What follows belongs to an exercise in optimizing a design on an open flow for small area and a short achievable clock period; a production flow would make more cautious choices.
RTL that was checked went through simulation tests only; none was proved equivalent to the original.
Power figures rest on the tool's default switching activity, not on a simulated workload.

==> inputs of build 1 <==
==> flow/design.v <==
module prog_mem_ctrl #(
    parameter int unsigned           WORD_WIDTH = 32,
    parameter int unsigned           DEPTH      = 128,
    parameter int unsigned           ADDR_W     = 7,
    parameter logic [WORD_WIDTH-1:0] NOP_WORD   = '0
) (
    input  logic                  clk,
    input  logic                  rst,
    input  logic                  rst_counter,
    input  logic                  ld_en,
    input  logic                  rd_en,
    input  logic [WORD_WIDTH-1:0] Load_data,
    input  logic                  jump,
    input  logic [ADDR_W-1:0]     jump_to,
    input  logic                  stall,
    output logic [WORD_WIDTH-1:0] instruction,
    output logic [ADDR_W-1:0]     ins_addr,
    output logic                  ins_valid,
    output logic [ADDR_W:0]       prog_len,
    output logic                  full,
    output logic                  err
);
    logic [WORD_WIDTH-1:0]   mem [DEPTH];
    logic                    run_q;
    logic [ADDR_W-1:0]       pc_q;
    logic [ADDR_W:0]         len_q;
    logic [ADDR_W:0]         lenn_q;    
    logic [ADDR_W:0]         len_d;
    logic [WORD_WIDTH-1:0]   instr_q;
    logic [ADDR_W-1:0]       addr_q;
    logic                    valid_q;
    logic                    err_q;
    logic ld_only, rd_only, both_req, do_fetch, do_len_inc;
    logic jump_oob;
    logic [DEPTH-1:0]      we;
    logic [DEPTH-1:0]      hold;
    logic [DEPTH-1:0]      sel;
    logic [WORD_WIDTH-1:0] rdata;
    logic                  in_prog;
    always_comb begin
        ld_only    = !rst_counter && ld_en && !rd_en;
        rd_only    = !rst_counter && rd_en && !ld_en;
        both_req   = !rst_counter && ld_en && rd_en;
        do_fetch   = rd_only && !stall;
        do_len_inc = ld_only && !run_q && !len_q[ADDR_W];
        jump_oob   = {1'b0, jump_to} >= len_q;
        in_prog    = {1'b0, pc_q} < len_q;
        for (int i = 0; i < DEPTH; i++) begin
            we[i]   = (len_q == (ADDR_W+1)'(i));
            hold[i] = (lenn_q != ~(ADDR_W+1)'(i));
            sel[i] = (pc_q == ADDR_W'(i)) && ((ADDR_W+1)'(i) < len_q);
        end
        rdata = '0;
        for (int i = 0; i < DEPTH; i++) begin
            rdata = rdata | ({WORD_WIDTH{sel[i]}} & mem[i]);
        end
    end
    always_ff @(posedge clk) begin
        for (int i = 0; i < DEPTH; i++) begin
            mem[i] <= ({WORD_WIDTH{we[i]}} & Load_data) | ({WORD_WIDTH{hold[i]}} & mem[i]);
        end
    end
    always_comb begin
        len_d = len_q;
        if (rst || (rst_counter && !run_q)) len_d = '0;
        else if (do_len_inc)                len_d = len_q + 1'b1;
    end
    always_ff @(posedge clk) begin
        len_q  <= len_d;
        lenn_q <= ~len_d;
    end
    always_ff @(posedge clk) begin
        if (rst) begin
            run_q   <= 1'b0;
            pc_q    <= '0;
            instr_q <= '0;
            addr_q  <= '0;
            valid_q <= 1'b0;
            err_q   <= 1'b0;
        end else if (rst_counter) begin
            pc_q <= '0;
        end else if (both_req) begin
            err_q <= 1'b1;
        end else if (ld_only) begin
            run_q <= 1'b0;
            if (!run_q) begin
                if (len_q[ADDR_W]) err_q <= 1'b1;
            end
        end else if (rd_only) begin
            run_q <= 1'b1;
            if (!stall) begin
                addr_q  <= pc_q;
                pc_q    <= jump ? jump_to : pc_q + 1'b1;
                instr_q <= rdata;
                valid_q <= in_prog;
                if (jump && jump_oob) err_q <= 1'b1;
            end
        end else begin
            run_q <= 1'b0;
        end
    end
    assign full        = len_q[ADDR_W];
    assign prog_len    = len_q;
    assign instruction = instr_q;
    assign ins_addr    = addr_q;
    assign ins_valid   = valid_q;
    assign err         = err_q;
endmodule
==> flow/run.sh <==
#!/bin/bash
# synth_recipe.tcl (not shown) runs the flow's synth.tcl, then flattens the netlist and writes it again
# the make line also repeats each setting of config.mk as NAME=value (left out here)
make -C /OpenROAD-flow-scripts/flow DESIGN_CONFIG=/design/flow/config.mk WORK_HOME=/design/flow/orfs CLKGATE_MAP_FILE= SYNTH_SCRIPT=/design/flow/synth_recipe.tcl finish
==> flow/config.mk <==
export PLATFORM = sky130hd
export DESIGN_NAME = prog_mem_ctrl
export DESIGN_NICKNAME = prog_mem_ctrl
export VERILOG_FILES = /design/flow/design.v
export SDC_FILE = /design/flow/constraint.sdc
export NUM_CORES = 4
export LEC_CHECK = 0
export CAP_MARGIN = 20
export CORE_MARGIN = 2
export CORE_UTILIZATION = 60
export SETUP_SLACK_MARGIN = 2.2
export SLEW_MARGIN = 20
==> flow/constraint.sdc <==
create_clock -name core_clock -period 5.0 [get_ports {clk}]
set_input_delay 1.0000 -clock core_clock [delete_from_list [all_inputs] [get_ports {clk}]]
set_output_delay 1.0000 -clock core_clock [all_outputs]
set_load 0.01 [all_outputs]
==> build 77: changes against build 1 <==
==> flow/design.v, changed modules only <==
module pm_ao22 (
    input  logic a1, a2, b1, b2,
    output logic y
);
    assign y = (a1 & a2) | (b1 & b2);
endmodule
module pm_oai22 (
    input  logic a1, a2, b1, b2,
    output logic y
);
    assign y = ~((a1 | a2) & (b1 | b2));
endmodule
module prog_mem_ctrl #(
    parameter int unsigned           WORD_WIDTH = 32,
    parameter int unsigned           DEPTH      = 128,
    parameter int unsigned           ADDR_W     = 7,
    parameter logic [WORD_WIDTH-1:0] NOP_WORD   = '0
) (
    input  logic                  clk,
    input  logic                  rst,
    input  logic                  rst_counter,
    input  logic                  ld_en,
    input  logic                  rd_en,
    input  logic [WORD_WIDTH-1:0] Load_data,
    input  logic                  jump,
    input  logic [ADDR_W-1:0]     jump_to,
    input  logic                  stall,
    output logic [WORD_WIDTH-1:0] instruction,
    output logic [ADDR_W-1:0]     ins_addr,
    output logic                  ins_valid,
    output logic [ADDR_W:0]       prog_len,
    output logic                  full,
    output logic                  err
);
    localparam int unsigned NPAIR = DEPTH / 2;
    logic [WORD_WIDTH-1:0]   memn   [DEPTH];    
    logic [WORD_WIDTH-1:0]   memn_d [DEPTH];
    logic                    run_q;
    logic [ADDR_W-1:0]       pc_q;
    logic [DEPTH-1:0]        pcohn_q;   
    logic [ADDR_W:0]         len_q;
    logic [WORD_WIDTH-1:0]   instr_q;
    logic [ADDR_W-1:0]       addr_q;
    logic                    valid_q;
    logic                    err_q;
    logic ld_only, rd_only, both_req, do_fetch, do_len_inc;
    logic jump_oob, in_prog;
    logic [DEPTH-1:0]        we, hold;
    logic [WORD_WIDTH-1:0]   ldn;
    logic [NPAIR-1:0]        pair [WORD_WIDTH];
    logic [WORD_WIDTH-1:0]   rdata;
    always_comb begin
        ld_only    = !rst_counter && ld_en && !rd_en;
        rd_only    = !rst_counter && rd_en && !ld_en;
        both_req   = !rst_counter && ld_en && rd_en;
        do_fetch   = rd_only && !stall;
        do_len_inc = ld_only && !run_q && !len_q[ADDR_W];
        jump_oob   = {1'b0, jump_to} >= len_q;
        in_prog    = {1'b0, pc_q} < len_q;
        ldn        = ~Load_data;
        for (int i = 0; i < DEPTH; i++) begin
            we[i]   = (len_q == (ADDR_W+1)'(i));
            hold[i] = !we[i];
        end
    end
    for (genvar i = 0; i < DEPTH; i++) begin : g_word
        for (genvar b = 0; b < WORD_WIDTH; b++) begin : g_bit
            pm_ao22 u_wr (
                .a1(we[i]), .a2(ldn[b]), .b1(hold[i]), .b2(memn[i][b]), .y(memn_d[i][b])
            );
        end
    end
    always_ff @(posedge clk) begin
        for (int i = 0; i < DEPTH; i++) memn[i] <= memn_d[i];
    end
    for (genvar b = 0; b < WORD_WIDTH; b++) begin : g_rbit
        for (genvar g = 0; g < NPAIR; g++) begin : g_pair
            pm_oai22 u_rd (
                .a1(pcohn_q[2*g]),   .a2(memn[2*g][b]),
                .b1(pcohn_q[2*g+1]), .b2(memn[2*g+1][b]),
                .y(pair[b][g])
            );
        end
        assign rdata[b] = |pair[b];
    end
    always_ff @(posedge clk) begin
        if (rst || rst_counter) begin
            pcohn_q    <= '1;
            pcohn_q[0] <= 1'b0;
        end else if (do_fetch) begin
            for (int i = 0; i < DEPTH; i++)
                pcohn_q[i] <= jump ? (jump_to != ADDR_W'(i)) : pcohn_q[(i + DEPTH - 1) % DEPTH];
        end
    end
    always_ff @(posedge clk) begin
        if (rst) begin
            run_q   <= 1'b0;
            pc_q    <= '0;
            len_q   <= '0;
            instr_q <= '0;
            addr_q  <= '0;
            valid_q <= 1'b0;
            err_q   <= 1'b0;
        end else if (rst_counter) begin
            pc_q <= '0;
            if (!run_q) len_q <= '0;
        end else if (both_req) begin
            err_q <= 1'b1;
        end else if (ld_only) begin
            run_q <= 1'b0;
            if (!run_q) begin
                if (do_len_inc) len_q <= len_q + 1'b1;
                else            err_q <= 1'b1;
            end
        end else if (rd_only) begin
            run_q <= 1'b1;
            if (!stall) begin
                addr_q  <= pc_q;
                pc_q    <= jump ? jump_to : pc_q + 1'b1;
                instr_q <= in_prog ? rdata : NOP_WORD;
                valid_q <= in_prog;
                if (jump && jump_oob) err_q <= 1'b1;
            end
        end else begin
            run_q <= 1'b0;
        end
    end
    assign full        = len_q[ADDR_W];
    assign prog_len    = len_q;
    assign instruction = instr_q;
    assign ins_addr    = addr_q;
    assign ins_valid   = valid_q;
    assign err         = err_q;
endmodule
--- a/flow/config.mk
+++ b/flow/config.mk
@@ -7,6 +7,11 @@
 export LEC_CHECK = 0
 export CAP_MARGIN = 20
 export CORE_MARGIN = 2
-export CORE_UTILIZATION = 60
-export SETUP_SLACK_MARGIN = 2.2
-export SLEW_MARGIN = 20
+export CORE_UTILIZATION = 40
+export CTS_BUF_LIST = sky130_fd_sc_hd__clkbuf_16
+export CTS_CLUSTER_DIAMETER = 90
+export CTS_CLUSTER_SIZE = 25
+export SETUP_SLACK_MARGIN = 2.4
+export SLEW_MARGIN = 25
+export SYNTH_HIERARCHICAL = 1
+export SYNTH_MINIMUM_KEEP_SIZE = 0
==> build 86: changes against build 1 <==
==> flow/design.v, changed modules only <==
module pm_ao22 (
    input  logic a1, a2, b1, b2,
    output logic y
);
    assign y = (a1 & a2) | (b1 & b2);
endmodule
module pm_oai22 (
    input  logic a1, a2, b1, b2,
    output logic y
);
    assign y = ~((a1 | a2) & (b1 | b2));
endmodule
module pm_nor2 (
    input  logic a, b,
    output logic y
);
    assign y = ~(a | b);
endmodule
module pm_nand2 (
    input  logic a, b,
    output logic y
);
    assign y = ~(a & b);
endmodule
module prog_mem_ctrl #(
    parameter int unsigned           WORD_WIDTH = 32,
    parameter int unsigned           DEPTH      = 128,
    parameter int unsigned           ADDR_W     = 7,
    parameter logic [WORD_WIDTH-1:0] NOP_WORD   = '0
) (
    input  logic                  clk,
    input  logic                  rst,
    input  logic                  rst_counter,
    input  logic                  ld_en,
    input  logic                  rd_en,
    input  logic [WORD_WIDTH-1:0] Load_data,
    input  logic                  jump,
    input  logic [ADDR_W-1:0]     jump_to,
    input  logic                  stall,
    output logic [WORD_WIDTH-1:0] instruction,
    output logic [ADDR_W-1:0]     ins_addr,
    output logic                  ins_valid,
    output logic [ADDR_W:0]       prog_len,
    output logic                  full,
    output logic                  err
);
    localparam int unsigned NPAIR = DEPTH / 2;
    logic [WORD_WIDTH-1:0]   memn   [DEPTH];    
    logic [WORD_WIDTH-1:0]   memn_d [DEPTH];
    logic                    run_q;
    logic [ADDR_W-1:0]       pc_q;
    logic [DEPTH-1:0]        pcohn_q;   
    logic [ADDR_W:0]         len_q;
    logic [WORD_WIDTH-1:0]   instr_q;
    logic [ADDR_W-1:0]       addr_q;
    logic                    valid_q;
    logic                    err_q;
    logic ld_only, rd_only, both_req, do_fetch, do_len_inc;
    logic jump_oob, in_prog;
    logic [DEPTH-1:0]        we, hold;
    logic [WORD_WIDTH-1:0]   ldn;
    logic [NPAIR-1:0]        pair [WORD_WIDTH];
    logic [WORD_WIDTH-1:0]   rdata;
    always_comb begin
        ld_only    = !rst_counter && ld_en && !rd_en;
        rd_only    = !rst_counter && rd_en && !ld_en;
        both_req   = !rst_counter && ld_en && rd_en;
        do_fetch   = rd_only && !stall;
        do_len_inc = ld_only && !run_q && !len_q[ADDR_W];
        jump_oob   = {1'b0, jump_to} >= len_q;
        in_prog    = {1'b0, pc_q} < len_q;
        ldn        = ~Load_data;
        for (int i = 0; i < DEPTH; i++) begin
            we[i]   = (len_q == (ADDR_W+1)'(i));
            hold[i] = !we[i];
        end
    end
    for (genvar i = 0; i < DEPTH; i++) begin : g_word
        for (genvar b = 0; b < WORD_WIDTH; b++) begin : g_bit
            pm_ao22 u_wr (
                .a1(we[i]), .a2(ldn[b]), .b1(hold[i]), .b2(memn[i][b]), .y(memn_d[i][b])
            );
        end
    end
    always_ff @(posedge clk) begin
        for (int i = 0; i < DEPTH; i++) memn[i] <= memn_d[i];
    end
    for (genvar b = 0; b < WORD_WIDTH; b++) begin : g_rbit
        for (genvar g = 0; g < NPAIR; g++) begin : g_pair
            pm_oai22 u_rd (
                .a1(pcohn_q[2*g]),   .a2(memn[2*g][b]),
                .b1(pcohn_q[2*g+1]), .b2(memn[2*g+1][b]),
                .y(pair[b][g])
            );
        end
        logic [NPAIR-1:0] lvl [7];
        assign lvl[0] = pair[b];
        for (genvar l = 1; l <= 6; l++) begin : g_lvl
            for (genvar k = 0; k < (NPAIR >> l); k++) begin : g_node
                if (l % 2 == 1) begin : g_nor
                    pm_nor2 u_n (.a(lvl[l-1][2*k]), .b(lvl[l-1][2*k+1]), .y(lvl[l][k]));
                end else begin : g_nand
                    pm_nand2 u_n (.a(lvl[l-1][2*k]), .b(lvl[l-1][2*k+1]), .y(lvl[l][k]));
                end
            end
        end
        assign rdata[b] = lvl[6][0];
    end
    always_ff @(posedge clk) begin
        if (rst || rst_counter) begin
            pcohn_q    <= '1;
            pcohn_q[0] <= 1'b0;
        end else if (do_fetch) begin
            for (int i = 0; i < DEPTH; i++)
                pcohn_q[i] <= jump ? (jump_to != ADDR_W'(i)) : pcohn_q[(i + DEPTH - 1) % DEPTH];
        end
    end
    always_ff @(posedge clk) begin
        if (rst) begin
            run_q   <= 1'b0;
            pc_q    <= '0;
            len_q   <= '0;
            instr_q <= '0;
            addr_q  <= '0;
            valid_q <= 1'b0;
            err_q   <= 1'b0;
        end else if (rst_counter) begin
            pc_q <= '0;
            if (!run_q) len_q <= '0;
        end else if (both_req) begin
            err_q <= 1'b1;
        end else if (ld_only) begin
            run_q <= 1'b0;
            if (!run_q) begin
                if (do_len_inc) len_q <= len_q + 1'b1;
                else            err_q <= 1'b1;
            end
        end else if (rd_only) begin
            run_q <= 1'b1;
            if (!stall) begin
                addr_q  <= pc_q;
                pc_q    <= jump ? jump_to : pc_q + 1'b1;
                instr_q <= in_prog ? rdata : NOP_WORD;
                valid_q <= in_prog;
                if (jump && jump_oob) err_q <= 1'b1;
            end
        end else begin
            run_q <= 1'b0;
        end
    end
    assign full        = len_q[ADDR_W];
    assign prog_len    = len_q;
    assign instruction = instr_q;
    assign ins_addr    = addr_q;
    assign ins_valid   = valid_q;
    assign err         = err_q;
endmodule
--- a/flow/config.mk
+++ b/flow/config.mk
@@ -7,6 +7,11 @@
 export LEC_CHECK = 0
 export CAP_MARGIN = 20
 export CORE_MARGIN = 2
-export CORE_UTILIZATION = 60
-export SETUP_SLACK_MARGIN = 2.2
-export SLEW_MARGIN = 20
+export CORE_UTILIZATION = 40
+export CTS_BUF_LIST = sky130_fd_sc_hd__clkbuf_16
+export CTS_CLUSTER_DIAMETER = 90
+export CTS_CLUSTER_SIZE = 25
+export SETUP_SLACK_MARGIN = 2.7
+export SLEW_MARGIN = 35
+export SYNTH_HIERARCHICAL = 1
+export SYNTH_MINIMUM_KEEP_SIZE = 0
==> results.txt <==
Build 86 passed the timing, design-rule and antenna checks. Build 1 died in global routing (5_1_grt) with GRT-0116. Build 77 went through all stages and came out clean.
Of build 77 and build 86, build 86 has the higher cell area (gap about 1.3%, measured against build 86).
In build 86 the routed wire length is smaller than in build 77, by 2.7%.
Flip-flop and latch count is the same in build 86 and build 77.
Between build 86 and build 77, the lower die area is in build 77 (gap about 2.6%, measured against build 77).
Of build 77 and build 86, build 86 has the higher setup slack (gap 0.29 ns).
Between build 77 and build 86, the lower clock skew is in build 77 (gap 0.025 ns).
Between build 86 and build 77, the lower non-clock buffer count is in build 86 (gap 176).
Fmax: build 77 is smaller than build 86 (about 10%).
Synthesized area, lowest first: build 77, build 86, build 1.
==> figures <==
Number of cells on the worst hold path: build 1 -; build 77 1; build 86 1
CTS tree: build 1 -; build 77 yes; build 86 yes
CTS sink count: build 1 4161; build 77 4281; build 86 4281
Skew-Pair Late Insertion Delay: build 1 -; build 77 0.99 ns; build 86 1.00 ns
Number of register bits inferred by synthesis: build 1 4161; build 77 4281; build 86 4281
Start point of the critical path: build 1 -; build 77 pcohn_q[36]$_SDFFE_PP1P_; build 86 instr_q[14]$_SDFFE_PP0P_
Clock-net power: build 1 -; build 77 18.7 mW; build 86 18.8 mW
Maximum Capacitance Violations: build 1 -; build 77 0; build 86 0
Number of buffers added for setup after CTS: build 1 353; build 77 129; build 86 209
Part of the power in combinational logic: build 1 -; build 77 7.5%; build 86 7.5%
Outcome: build 1 aborted with a tool error; build 77 timing/DRC/antenna clean; build 86 timing/DRC/antenna clean
Last stage reached: build 1 global routing (5_1_grt); build 77 -; build 86 -
Depth of the worst register-to-register path: build 1 -; build 77 6; build 86 10
Hold Path Sink: build 1 -; build 77 memn[61][14]$_DFF_P_; build 86 memn[87][6]$_DFF_P_
NetSw: build 1 -; build 77 14.68 mW; build 86 14.90 mW
Capturing point of the worst reg2reg path: build 1 -; build 77 instr_q[30]$_SDFFE_PP0P_; build 86 instr_q[16]$_SDFFE_PP0P_
Post-Route Setup TNS: build 1 -; build 77 0 ns; build 86 0 ns
Multi-input logic area: build 1 -; build 77 59950 sq um; build 86 63360 sq um
Largest fanout on the critical path: build 1 -; build 77 11; build 86 2
Cell count along the critical path: build 1 -; build 77 6; build 86 1
Tap cell count: build 1 -; build 77 4773; build 86 4837
Only the layout flow was run in build 1; the RTL was not checked for function there.

[static timing again, ports no longer ideal]
Ports are ideal in the flow. The routed layouts listed here were re-timed in OpenROAD.
Step 1, drivers: a clkbuf_16 drives clk and a buf_2 each remaining input, both assumed.
Step 2 moves the port delays by t, midway between the first and last clock arrival at a register: inputs arrive t later, outputs are due t later. That takes back most of the time a late clock gives input paths.
a / b / c = no drivers / after step 1 / after step 2; a / b = the first two.
run	t (ns)	slack for setup (ns)	worst setup path at the end	latest minus earliest clock arrival (ns)	worst slew at a driven data input, ns
build 77	1.075	2.040 / 2.040 / 1.245	input to register	0.052 / 0.052	0.24
build 86	1.077	2.334 / 2.229 / 1.617	input to register	0.083 / 0.083	0.25
After both steps every run listed still meets setup and hold. The setup slack of build 77, which loses most, moves by 0.000 ns with the drivers and by -0.795 ns with both steps.
